What follows belongs to an exercise in optimizing a design on an open flow for small area and few clock cycles; a production flow would make more cautious choices.
Function was checked by simulation only, so behaviour that the tests miss may differ from the original.
Power is estimated from default activity; no workload was simulated.

### flow/design.v
package wre_pkg;
  localparam int REG_W = 9;                    
  localparam int CW    = 8;                    
  localparam int TAP_W = 1;                    
endpackage
module wre_ram #(
  parameter int WIDTH = 8
) (
  input  logic             clk,
  input  logic [7:0]       len_m1,
  input  logic             we,
  input  logic             wtap,
  input  logic [WIDTH-1:0] wdata,
  input  logic             rtap,
  output logic [WIDTH-1:0] rdata
);
  localparam int BL = 128;
  logic             nblk;
  logic [6:0]       nfine;
  logic [WIDTH-1:0] head_r;
  logic [WIDTH-1:0] fine_in;
  logic [WIDTH-1:0] ftap [8];
  logic [WIDTH-1:0] blk_r [BL];
  assign nblk  = len_m1[7];
  assign nfine = len_m1[6:0];
  assign fine_in = (we && !wtap) ? wdata : head_r;
  assign ftap[7] = fine_in;
  for (genvar k = 6; k >= 0; k--) begin : g_fine
    localparam int LEN = 1 << k;
    logic [WIDTH-1:0] st_r [LEN];
    always_ff @(posedge clk) begin
      st_r[0] <= ftap[k+1];
      for (int i = 1; i < LEN; i++) st_r[i] <= st_r[i-1];
    end
    assign ftap[k] = nfine[k] ? st_r[LEN-1] : ftap[k+1];
  end
  always_ff @(posedge clk) begin
    blk_r[0] <= ftap[0];
    blk_r[1] <= (we && wtap) ? wdata : blk_r[0];
    for (int k = 2; k < BL; k++) blk_r[k] <= blk_r[k-1];
  end
  always_ff @(posedge clk) begin
    head_r <= nblk ? blk_r[BL-1] : ftap[0];
  end
  assign rdata = rtap ? blk_r[0] : head_r;
endmodule
import wre_pkg::*;
module wre_out_fifo
(
  input  logic             clk,
  input  logic             rst_n,
  input  logic             load,       
  input  logic             h_emit,
  input  logic             v_emit,
  input  logic             wall,
  input  logic [CW-1:0]    col,
  input  logic [CW-1:0]    row,
  input  logic [REG_W-1:0] h_len,
  input  logic [REG_W-1:0] v_len,
  output logic             room,       
  output logic             out_valid,
  input  logic             out_ready,
  output logic             out_is_vertical,
  output logic [REG_W-1:0] out_rect_x,
  output logic [REG_W-1:0] out_rect_y,
  output logic [REG_W-1:0] out_rect_width,
  output logic [REG_W-1:0] out_rect_height,
  output logic             out_last
);
  localparam int EW = 3 + 2 * CW + REG_W;
  logic          v0_r, v1_r;
  logic [EW-1:0] e0_r, e1_r;
  logic [EW-1:0] first, second;
  logic          pop, two;
  logic          put0, put1;
  assign pop = v0_r && out_ready;
  assign two = h_emit && v_emit;
  always_comb begin
    if (!v0_r || (!v1_r && pop)) room = 1'b1;
    else if (!v1_r || pop)       room = !two;
    else                         room = !(h_emit || v_emit);
  end
  assign first  = {!h_emit, !two, wall, col, row, h_emit ? h_len : v_len};
  assign second = {1'b1, 1'b1, wall, col, row, v_len};
  assign put0 = load && (h_emit || v_emit) && (!v0_r || (pop && !v1_r));
  assign put1 = load && (h_emit || v_emit) && !put0;
  always_ff @(posedge clk) begin
    if (!rst_n) begin
      v0_r <= 1'b0;
      v1_r <= 1'b0;
    end else begin
      v0_r <= put0 || (v0_r && !pop) || v1_r;
      v1_r <= (put0 && two) || put1 || (v1_r && !pop);
    end
  end
  always_ff @(posedge clk) begin
    if (put0)             e0_r <= first;
    else if (pop && v1_r) e0_r <= e1_r;
    if (put0)             e1_r <= second;
    else if (put1)        e1_r <= first;
  end
  assign out_valid       = v0_r;
  assign out_is_vertical = e0_r[EW-1];
  assign out_last        = e0_r[EW-2];
  assign out_rect_x      = {1'b0, e0_r[REG_W+2*CW-1:REG_W+CW]}
                           + REG_W'(e0_r[EW-1] || e0_r[EW-3]);
  assign out_rect_y      = {1'b0, e0_r[REG_W+CW-1:REG_W]}
                           + REG_W'(!e0_r[EW-1] || e0_r[EW-3]);
  assign out_rect_width  = e0_r[EW-1] ? REG_W'(1) : e0_r[REG_W-1:0];
  assign out_rect_height = e0_r[EW-1] ? e0_r[REG_W-1:0] : REG_W'(1);
endmodule
import wre_pkg::*;
module wall_run_extractor
#(
  parameter int MAX_WIDTH = 256
) (
  input  logic             clk,
  input  logic             rst_n,
  input  logic             in_valid,
  output logic             in_ready,
  input  logic             in_is_wall,
  output logic             out_valid,
  input  logic             out_ready,
  output logic             out_is_vertical,
  output logic [REG_W-1:0] out_rect_x,
  output logic [REG_W-1:0] out_rect_y,
  output logic [REG_W-1:0] out_rect_width,
  output logic [REG_W-1:0] out_rect_height,
  output logic             out_last,
  input  logic             cfg_we,
  input  logic [0:0]       cfg_index,
  input  logic [REG_W-1:0] cfg_wdata
);
  logic [CW-1:0]    w_m1_r, h_m1_r;
  logic [CW-1:0]    cfg_m1;
  logic [CW-1:0]    col_r, row_r;
  logic             row0;
  logic [CW-1:0]    rrun_r;
  logic             accept, last_col, last_row, wall;
  logic [CW-1:0]    dp_r;
  logic             hv_r, wbv_r;
  logic [CW-1:0]    hold_r;
  logic             at_p, at_w, have_old;
  logic             ring_we;
  logic [TAP_W-1:0] ring_wtap;
  logic [CW-1:0]    ring_wdata, ring_rdata;
  logic [CW-1:0]    dp_dec;
  logic [CW-1:0]    v_old, v_new;
  logic [REG_W-1:0] h_len, v_len;
  logic             h_emit, v_emit;
  logic             room;
  assign cfg_m1 = (cfg_wdata == '0) ? '0 :
                  cfg_wdata[REG_W-1] ? {CW{1'b1}} : CW'(cfg_wdata - 9'd1);
  always_ff @(posedge clk) begin
    if (!rst_n) begin
      w_m1_r <= CW'(31);
      h_m1_r <= CW'(31);
    end else if (cfg_we) begin
      if (cfg_index == 1'b0) w_m1_r <= cfg_m1;
      else                   h_m1_r <= cfg_m1;
    end
  end
  assign at_p     = (dp_r[6:0] == 7'd0);
  assign dp_dec   = (dp_r == '0) ? w_m1_r : dp_r - CW'(1);
  assign at_w     = (dp_dec[6:0] == 7'd0);
  assign have_old = row0 || hv_r || at_p;
  assign ring_we    = wbv_r ? at_w : (at_p && accept);
  assign ring_wtap  = wbv_r ? dp_dec[7] : dp_r[7];
  assign ring_wdata = wbv_r ? hold_r : v_new;
  wre_ram #(
    .WIDTH (CW)
  ) u_col_ring (
    .clk    (clk),
    .len_m1 (w_m1_r),
    .we     (ring_we),
    .wtap   (ring_wtap),
    .wdata  (ring_wdata),
    .rtap   (dp_r[7]),
    .rdata  (ring_rdata)
  );
  assign in_ready = !wbv_r && have_old && room;
  assign accept   = in_valid && in_ready;
  assign wall     = in_is_wall;
  assign last_col = (col_r == w_m1_r);
  assign last_row = (row_r == h_m1_r);
  assign row0     = (row_r == '0);
  assign h_len  = {1'b0, rrun_r} + REG_W'(wall);
  assign h_emit = wall ? (last_col && (rrun_r[CW-1:1] != '0)) :
                         ((rrun_r[CW-1:2] != '0) || (rrun_r[1:0] == 2'd3));
  assign v_old  = row0 ? '0 : hv_r ? hold_r : ring_rdata;
  assign v_len  = {1'b0, v_old} + REG_W'(wall);
  assign v_emit = wall ? (last_row && (v_old[CW-1:1] != '0)) :
                         ((v_old[CW-1:2] != '0) || (v_old[1:0] == 2'd3));
  assign v_new  = wall ? v_len[CW-1:0] : '0;
  always_ff @(posedge clk) begin
    if (!rst_n) begin
      col_r  <= '0;
      row_r  <= '0;
      rrun_r <= '0;
      dp_r   <= '0;
      hv_r   <= 1'b0;
      wbv_r  <= 1'b0;
    end else if (cfg_we) begin
      col_r  <= '0;
      row_r  <= '0;
      rrun_r <= '0;
      dp_r   <= '0;
      hv_r   <= 1'b0;
      wbv_r  <= 1'b0;
    end else begin
      if (accept) begin
        rrun_r <= (wall && !last_col) ? h_len[CW-1:0] : '0;
        if (last_col) begin
          col_r  <= '0;
          row_r  <= last_row ? '0 : row_r + CW'(1);
        end else begin
          col_r  <= col_r + CW'(1);
        end
        hv_r <= 1'b0;
      end else begin
        dp_r <= dp_dec;
        if (!hv_r && !row0 && at_p) hv_r <= 1'b1;
      end
      if (accept && !at_p) begin
        wbv_r <= 1'b1;
      end else if (wbv_r && at_w) begin
        wbv_r <= 1'b0;
      end
    end
  end
  always_ff @(posedge clk) begin
    if (accept && !at_p)    hold_r <= v_new;
    else if (!hv_r && at_p) hold_r <= ring_rdata;
  end
  wre_out_fifo u_out (
    .clk             (clk),
    .rst_n           (rst_n),
    .load            (accept),
    .h_emit          (h_emit),
    .v_emit          (v_emit),
    .wall            (wall),
    .col             (col_r),
    .row             (row_r),
    .h_len           (h_len),
    .v_len           (v_len),
    .room            (room),
    .out_valid       (out_valid),
    .out_ready       (out_ready),
    .out_is_vertical (out_is_vertical),
    .out_rect_x      (out_rect_x),
    .out_rect_y      (out_rect_y),
    .out_rect_width  (out_rect_width),
    .out_rect_height (out_rect_height),
    .out_last        (out_last)
  );
endmodule
### flow/flow/run.sh
#!/bin/bash
# The standard layout (standard.sh) with two changes: the clock tree is built
# from clkbuf_8 buffers (clkbuf_16 at the root) driving clusters of up to 20
# flip-flops, without dummy loads; and the port buffers are buf_1 cells.
# CORE_UTILIZATION comes from config.mk. standard.sh's output goes to
# standard.log, each ORFS step's to orfs/logs/
set -euo pipefail
export CTS_ARGS="-sink_clustering_enable -repair_clock_nets -dont_use_dummy_load -buf_list sky130_fd_sc_hd__clkbuf_8 -root_buf sky130_fd_sc_hd__clkbuf_16 -sink_clustering_size 20 -sink_clustering_max_diameter 60"
export BUFFER_PORTS_ARGS="-buffer_cell sky130_fd_sc_hd__buf_1"
bash standard.sh > standard.log 2>&1
### flow/standard.sh
#!/bin/bash
# synth_recipe.tcl (not shown) runs the flow's synth.tcl, then flattens the netlist and writes it again
# the make line also repeats each setting of config.mk as NAME=value (left out here)
make -C /OpenROAD-flow-scripts/flow DESIGN_CONFIG=/design/flow/config.mk WORK_HOME=/design/flow/orfs CLKGATE_MAP_FILE= SYNTH_SCRIPT=/design/flow/synth_recipe.tcl "${@:-finish}"
### flow/config.mk
export PLATFORM = sky130hd
export DESIGN_NAME = wall_run_extractor
export DESIGN_NICKNAME = wall_run_extractor
export VERILOG_FILES = /design/flow/design.v
export SDC_FILE = /design/flow/constraint.sdc
export NUM_CORES = 4
export LEC_CHECK = 0
export ABC_AREA = 1
export CAP_MARGIN = 20
export CORE_MARGIN = 2
export CORE_UTILIZATION = 60
export SLEW_MARGIN = 20
### flow/constraint.sdc
create_clock -name core_clock -period 5.5 [get_ports {clk}]
set_input_delay 1.1000 -clock core_clock [delete_from_list [all_inputs] [get_ports {clk}]]
set_output_delay 1.1000 -clock core_clock [all_outputs]
set_load 0.01 [all_outputs]
==> impl_metrics.csv, run 1 <==
group,metric,value,unit
power_and_ir_drop,finalPower,0.0252,W
sta,whs,0.248,ns
logic_synthesis,yosysWarnings,12,
logic_synthesis,synthesis.nets,3152,
logic_synthesis,ys_seq_area_share,89.8,%
clock_network,cts_root_buffer,"clkbuf_16",
critical_path,critPathMaxStageDelay,0.60,ns
critical_path,worstPathArrival,2.98,ns
critical_path,crit_type,"reg -> out",
critical_path,crit_family,"buffers and inverters",
placement,io_buffers,55,
sta,hold_viol,0,
die,start_util,60.7,%
power_and_ir_drop,swShare,19.9,%
layout,finalInstanceArea,52200,µm²
critical_path,cpMaxStageDelayCell,"inv_1",
grt,track_usage,15.5,%
logic_synthesis,ys_ff_latch,2164,
power_and_ir_drop,power_density,483,nW/µm²
critical_path,critPathLaunch,"w_m1_r[6]",
logic_synthesis,synth_cell_type_count,49,
die,die_width,290,µm
critical_path,critPathMaxFanout,18,
clock_network,cts_resized,0,
critical_path,rr_worst_depth,18,
flow_run,maxCapViolations,0,
die,core,80700,µm²
sta,fin_setup_tns,0,ns
critical_path,cp_num_cells,11,
placement,placed_area,50400,µm²
grt,grt_pass1_wl,103000,µm
routing,wl_per_cell,14.5,µm
clock_network,clockBufferDepth,3,
clock_network,cts_max_level,4,
clock_network,cts_setup_buffers,0,
run_status,status,"finished clean",
sta,finalCritPeriodShare,74.1,%
placement,dp_hpwl,38200,µm
die,ioPinCount,56,
layout,syn_to_final_growth,6.63,%
clock_network,cts_tree,"yes",
grt,antenna_found_initial,0,
die,die-area,83900,µm²
power_and_ir_drop,ir_worst_vdd,378,µV
routing,dr_total_vias,19600,
clock_network,clk-insertion-delay-late,0.69,ns
sta,worst_slack,1.42,ns
die,die-height,290,µm
logic_synthesis,synthCells,3122,
power_and_ir_drop,seqPwrFrac,72.9,%
routing,first_pass_iters,7,
power_and_ir_drop,power_switching,0.00502,W
power_and_ir_drop,intPower,0.0202,W
grt,grt_overflow,0,
layout,drive_gt1_share,8.65,%
critical_path,cp-endpoint,"in_ready",
sta,rsz0062_at_grt,"no",
critical_path,startpoint_type,"flip-flop",
sta,clock_skew,0.108,ns
grt,grt_pass1_vias,19700,
sta,maxSlewViolCount,0,
sta,slew_headroom,46.2,%
die,rows,104,
power_and_ir_drop,clockPowerShare,24.9,%
critical_path,r2r_slack,1.50,ns
critical_path,crit_top_cell,"nand2_2",
routing,wl,63100,µm
placement,routabilityCongestion,0.814,
logic_synthesis,synth_area,48900,µm²
power_and_ir_drop,power_leakage,21.4,nW
layout,final_nets,3317,
clock_network,cts.sinks,2164,
critical_path,worstSetupEndpointType,"output port",
logic_synthesis,avgSynthCellArea,15.7,µm²
routing,drc_errors,0,
power_and_ir_drop,pwr-share-comb,2.2,%
grt,grt_max_degree,57,
sta,min_period,4.08,ns
placement,pre_cts_ws,1.20,ns
hold_path,holdCritPathClass,"reg -> reg",
clock_network,ctsHoldBuffers,0,
sta,fmax,245,MHz
clock_network,path_clk_slew,0.11,ns
critical_path,path_buf_inv,3,
sta,setup_viol_count_final,0,
routing,viasPerCell,4.50,
critical_path,worstPathCellList,"inv_1, nand2_1, nand4_1, nor2_1, nand2_2, a21oi_4, inv_2, nand2_2, nand3_2, o21a_4, buf_1",
routing,postRouteAntennaNets,0,
critical_path,crit_required,4.40,ns
clock_network,cts_inserted_buffers,131,
routing,dr.first_iter.drc_count,889,
critical_path,worst_r2r_endpoint,"u_out.e0_r[0]",
sta,tightest_slew,0.806,ns
critical_path,reg2reg_from,"w_m1_r[6]",
## worst min path at each step
stage / startpoint / endpoint / slack [ns] / depth (start not counted)
final: u_col_ring.blk_r[114][5] / u_col_ring.blk_r[115][5] / 0.25 / 0
after global routing: u_col_ring.blk_r[114][5] / u_col_ring.blk_r[115][5] / 0.25 / 0
after CTS: u_col_ring.blk_r[114][5] / u_col_ring.blk_r[115][5] / 0.25 / 0
after detailed placement: u_col_ring.blk_r[17][4] / u_col_ring.blk_r[18][4] / 0.31 / 0
after global placement: u_col_ring.g_fine[5].st_r[1][3] / u_col_ring.g_fine[5].st_r[2][3] / 0.31 / 0
after floorplan: u_col_ring.blk_r[99][0] / u_col_ring.blk_r[100][0] / 0.31 / 0
## metal layers
metal / wire length (µm) / global-route usage (%) / vias to the layer above / part of all wire (%)
met2: 26600 / 22.8 / 244 / 42
met5: 0 / 0 / - / 0
met3: 2330 / 3.26 / 116 / 3.7
li1: - / - / 10000 / -
met4: 1650 / 6.00 / 0 / 2.6
met1: 32500 / 22.7 / 9159 / 52
## power by group through the flow
stage | Sequential, W | Combinational, W | Clock [W]
floorplan | 0.0185 | 0.000390 | 0
global placement | 0.0187 | 0.000541 | 0
detailed placement | 0.0188 | 0.000544 | 0
finish | 0.0184 | 0.000543 | 0.00628
CTS | 0.0185 | 0.000550 | 0.00658
global route | 0.0186 | 0.000611 | 0.00714
## Yosys cell counts (all sizes together)
master	instances	area, µm²
a211oi	1	7.51
a21oi	43	230
a22oi	1	7.51
a31oi	8	50.1
and2	27	169
buf	19	128
clkbuf	12	45.0
clkinv	3	11.3
dfxtp	2102	42100
edfxtp	62	1860
ha	14	175
inv	124	468
mux2i	2	20.0
nand2	301	1230
nand3	124	821
nand3b	1	7.51
nand4	9	77.6
nor2	69	317
nor3	21	120
nor3b	1	7.51
nor4	1	6.26
o211ai	3	22.5
o21a	1	15.0
o21ai	94	482
o22ai	5	31.3
o31ai	1	7.51
o32ai	3	26.3
or2	38	238
xnor2	14	123
xor2	18	158
## flip-flops by register name, indices dropped and copies added (netlist names)
name                    flops
u_col_ring.blk_r         1024
u_out.v1_r                  1
wbv_r                       1
u_out.v0_r                  1
w_m1_r                      8
u_col_ring.head_r           8
row_r                       8
h_m1_r                      8
col_r                       8
hold_r                      8
u_out.e1_r                 28
dp_r                        8
u_out.e0_r                 28
rrun_r                      8
u_col_ring.g_fine.st_r   1016
hv_r                        1
## layout make-up
type	instances	area, µm²
Clock buffer	131	1810
Inverter	127	479
Timing Repair Buffer	63	270
Tap cell	1060	1330
Antenna cell	1	2.50
Sequential cell	2164	43900
Fill cell	5839	28500
Multi-Input combinational cell	800	4350
## cells by family (layout without fill, tap and decap cells)
kind of cell / after synthesis / in the layout / share of synthesized area, %
flip-flops: 2164 / 2164 / 89.8
AND/OR/NAND/NOR: 592 / 592 / 6.12
multiplexers: 2 / 2 / 0.0409
buffers and inverters: 158 / 321 / 1.33
other: 0 / 1 / 0
XOR/XNOR: 32 / 32 / 0.573
AO/OA/AOI/OAI: 160 / 160 / 1.80
adder cells (fa/ha/maj): 14 / 14 / 0.358
## placed cells by master (no fill, tap or decap), drive strengths merged
master and count:
dfxtp 2102, nand2 301, clkbuf 131, inv 124
nand3 124, o21ai 94, nor2 69, buf 63
edfxtp 62, a21oi 43, or2 38, and2 27
nor3 21, xor2 18, xnor2 14, ha 14
nand4 9, a31oi 8, o22ai 5, clkinv 3
o32ai 3, o211ai 3, mux2i 2, diode 1
o21a 1, a22oi 1, o31ai 1, nor4 1
a211oi 1, nor3b 1, nand3b 1
## through the flow
| stage | std cells | utilization [%] |
|---|---|---|
| floorplan | 3122 | - |
| global placement | 4213 | 62.4 |
| detailed placement | 4214 | 62.4 |
| CTS | 4345 | 64.7 |
| global route | 4345 | 64.7 |
| finish | 4346 | 64.7 |
Testbench counts, summed over its fixed seeds: cycles 298,801.
==> inputs of run 2 (changes only) <==
--- a/flow/config.mk
+++ b/flow/config.mk
@@ -5,7 +5,6 @@
 export SDC_FILE = /design/flow/constraint.sdc
 export NUM_CORES = 4
 export LEC_CHECK = 0
-export ABC_AREA = 1
 export CAP_MARGIN = 20
 export CORE_MARGIN = 2
 export CORE_UTILIZATION = 60
==> impl_metrics.csv, run 2 <==
group,metric,value,unit
routing,wl,64000,µm
logic_synthesis,yosysMostFrequentCell,"dfxtp_1",
clock_network,cts_inserted_buffers,131,
logic_synthesis,yosysWarnings,12,
layout,regMostFlops,"u_col_ring.blk_r",
logic_synthesis,synth_top_area_share,85.8,%
power_and_ir_drop,power_leakage,21.0,nW
die,start_util,60.8,%
logic_synthesis,avgSynthCellArea,16.4,µm²
sta,clock_skew,0.108,ns
logic_synthesis,synth_cell_type_count,74,
grt,grt_overflow,0,
die,core,80700,µm²
clock_network,path_clk_slew,0.11,ns
logic_synthesis,ys_seq_area_share,89.6,%
layout,final_nets,3158,
die,ioPinCount,56,
sta,rsz0062_at_grt,"no",
sta,whs,0.260,ns
critical_path,worstPathArrival,3.91,ns
logic_synthesis,ys_ff_latch,2164,
critical_path,cpMaxStageDelayCell,"dfxtp_1",
logic_synthesis,synthesis.nets,3015,
layout,final_cell_mix,"dfxtp_1, clkbuf_8, nand2_1",
placement,dp_hpwl,38500,µm
die,die-area,84000,µm²
placement,routabilityCongestion,0.825,
critical_path,critPathMaxFanout,16,
routing,dr.first_iter.drc_count,870,
run_status,status,"finished clean",
sta,fmax,199,MHz
power_and_ir_drop,swShare,20.2,%
hold_path,hold_path_depth,0,
power_and_ir_drop,intPower,0.0208,W
sta,fin_setup_tns,0,ns
critical_path,crit_family,"multiplexers",
sta,setup_viol_count_final,0,
clock_network,clk-insertion-delay-late,0.66,ns
logic_synthesis,ys_async_sr_fraction,0,%
flow_run,maxCapViolations,0,
clock_network,cts_resized,0,
clock_network,cts_tree,"yes",
logic_synthesis,synth_edf_count,62,
logic_synthesis,synth_area,49000,µm²
power_and_ir_drop,pwr-share-comb,2.6,%
sta,finalCritPeriodShare,91.2,%
power_and_ir_drop,power_switching,0.00526,W
die,die-height,290,µm
sta,tightest_slew,1.14,ns
critical_path,worstSetupEndpointType,"output port",
grt,grt_max_degree,44,
layout,insertedDiodeCount,0,
routing,dr_total_vias,19400,
routing,viasPerCell,4.63,
logic_synthesis,synth_common_cells,"dfxtp_1, nand2_1, nor2_1",
critical_path,startpoint_type,"flip-flop",
layout,ff_latch_area,43900,µm²
layout,fin_util,64.8,%
power_and_ir_drop,ir_worst_vdd,374,µV
sta,slew_headroom,23.0,%
critical_path,path_buf_inv,1,
power_and_ir_drop,clockPowerShare,24.1,%
clock_network,cts_max_level,4,
die,rows,104,
grt,grt_pass1_vias,19800,
grt,antenna_found_initial,1,
layout,largest_reg_flops,1024,
logic_synthesis,synth_area_leader_cell,"dfxtp_1",
layout,fillers,5747,
critical_path,crit_type,"reg -> out",
clock_network,cts_setup_buffers,0,
critical_path,critPathMaxStageDelay,0.83,ns
critical_path,rr_worst_depth,16,
layout,syn_to_final_growth,6.57,%
critical_path,cp_num_cells,8,
routing,wl_per_cell,15.3,µm
sta,hold_viol,0,
critical_path,worstPathCellList,"mux2_2, mux2i_1, and4_1, a221o_1, a21boi_0, o21a_1, nor3_1, buf_1",
logic_synthesis,synthCells,2985,
layout,final_common_cell,"dfxtp_1",
logic_synthesis,yosys-top-cells-area,"dfxtp_1, edfxtp_1, mux2_2",
layout,drive_gt1_share,7.65,%
grt,track_usage,15.6,%
grt,grt_pass1_wl,105000,µm
clock_network,cts_root_buffer,"clkbuf_16",
clock_network,clockBufferDepth,3,
power_and_ir_drop,seqPwrFrac,73.3,%
power_and_ir_drop,power_density,499,nW/µm²
sta,min_period,5.01,ns
routing,first_pass_iters,5,
routing,postRouteAntennaNets,0,
layout,reg_top3,"u_col_ring.blk_r: 1024 flops, u_col_ring.g_fine.st_r: 1016 flops",
clock_network,cts.sinks,2164,
placement,io_buffers,55,
die,die_width,290,µm
routing,drc_errors,0,
sta,maxSlewViolCount,0,
logic_synthesis,synth_top_flop_cell,"dfxtp_1",
critical_path,crit_required,4.40,ns
clock_network,ctsHoldBuffers,0,
hold_path,holdCritPathClass,"reg -> reg",
layout,multi_input_area,4700,µm²
run 2: cell count changes in the layout (fill, tap and decap cells not counted), sizes merged, moves of 20 or more:
cell	change
or2	-20
o21ai	-28
nand3	-101
nand2	-175
mux2	+49
inv	-85
run 2: metrics by stage:
step | worst slack, ns | cells | instance area [µm²] | power [W]
3_3_place_gp | 0.701 | 4054 | 50400 | 0.0201
2_1_floorplan | 1.25 | 2985 | 49000 | 0.0196
4_1_cts | 0.391 | 4186 | 52200 | 0.0264
5_1_grt | 0.183 | 4186 | 52200 | 0.0273
3_5_place_dp | 0.821 | 4055 | 50400 | 0.0202
6_report | 0.487 | 4186 | 52200 | 0.0261
run 2: per-layer routing:
layer	wire length [µm]	part of all wire, %	GRT usage [%]	vias up
met4	1910	3.0	6.03	0
met1	32300	51	22.2	9160
met2	27500	43	23.7	299
met3	2280	3.6	3.33	138
li1	-	-	-	9784
met5	0	0	0	-
run 2: path summary, 6_finish.rpt:
check	startpoint	to	slack (ns)
hold reg to reg	u_col_ring.g_fine[5].st_r[0][3]	u_col_ring.g_fine[5].st_r[1][3]	0.26
setup reg to reg	row_r[0]	u_col_ring.head_r[6]	1.16
setup / recovery	dp_r[7]	in_ready	0.49
hold / removal	u_col_ring.g_fine[5].st_r[0][3]	u_col_ring.g_fine[5].st_r[1][3]	0.26
run 2: final cells by class:
cell class              instances  area share, %
inverters                      40          0.287
well taps                    1060           2.54
repair buffers                 69          0.596
clock buffers                 131           3.47
multi-input cells             722           8.99
flip-flops and latches       2164           84.1
run 2: logic make-up (layout without fill, tap and decap cells):
kind of cell | count (synthesis) | after routing | synth area share (%)
flops | 2164 | 2164 | 89.6
simple gates | 368 | 368 | 3.61
compound gates | 213 | 213 | 3.01
buf+inv | 99 | 240 | 0.794
mux | 70 | 70 | 1.56
xor+xnor | 57 | 57 | 1.02
fa+ha+maj | 14 | 14 | 0.357
run 2: power by group through the flow:
stage	sequential, W	combinational (W)	clock, W
2_1_floorplan	0.0191	0.000506	0
3_3_place_gp	0.0195	0.000668	0
3_5_place_dp	0.0195	0.000686	0
4_1_cts	0.0192	0.000691	0.00654
5_1_grt	0.0194	0.000763	0.00711
6_report	0.0191	0.000688	0.00628

port drivers added, routing unchanged:
The flow's constraints put no driver on any port. The routed layouts listed below were extracted and timed again, unchanged, in two steps.
Step 1: set_driving_cell puts a clkbuf_16 on clk and a buf_2 on each other input, an assumption about the parent block.
Step 2 moves the port delays by t, midway between the first and last clock arrival at a register: inputs arrive t later, outputs are due t later. That takes back most of the time a late clock gives input paths.
Three values: no drivers, after step 1, after step 2; two values: the first two.
| run | t, ns | slack for setup (ns) | hold slack, ns | pins driven straight from the clock port |
|---|---|---|---|---|
| run 1 | 0.684 | 1.424 / 1.361 / 1.250 | 0.248 / 0.248 / 0.248 | 1 |
| run 2 | 0.693 | 0.487 / 0.424 / 0.752 | 0.260 / 0.260 / 0.260 | 1 |
After both steps setup and hold are still met in every run listed. The setup slack of run 1, which loses most, moves by -0.063 ns with the drivers and by -0.174 ns with both steps.
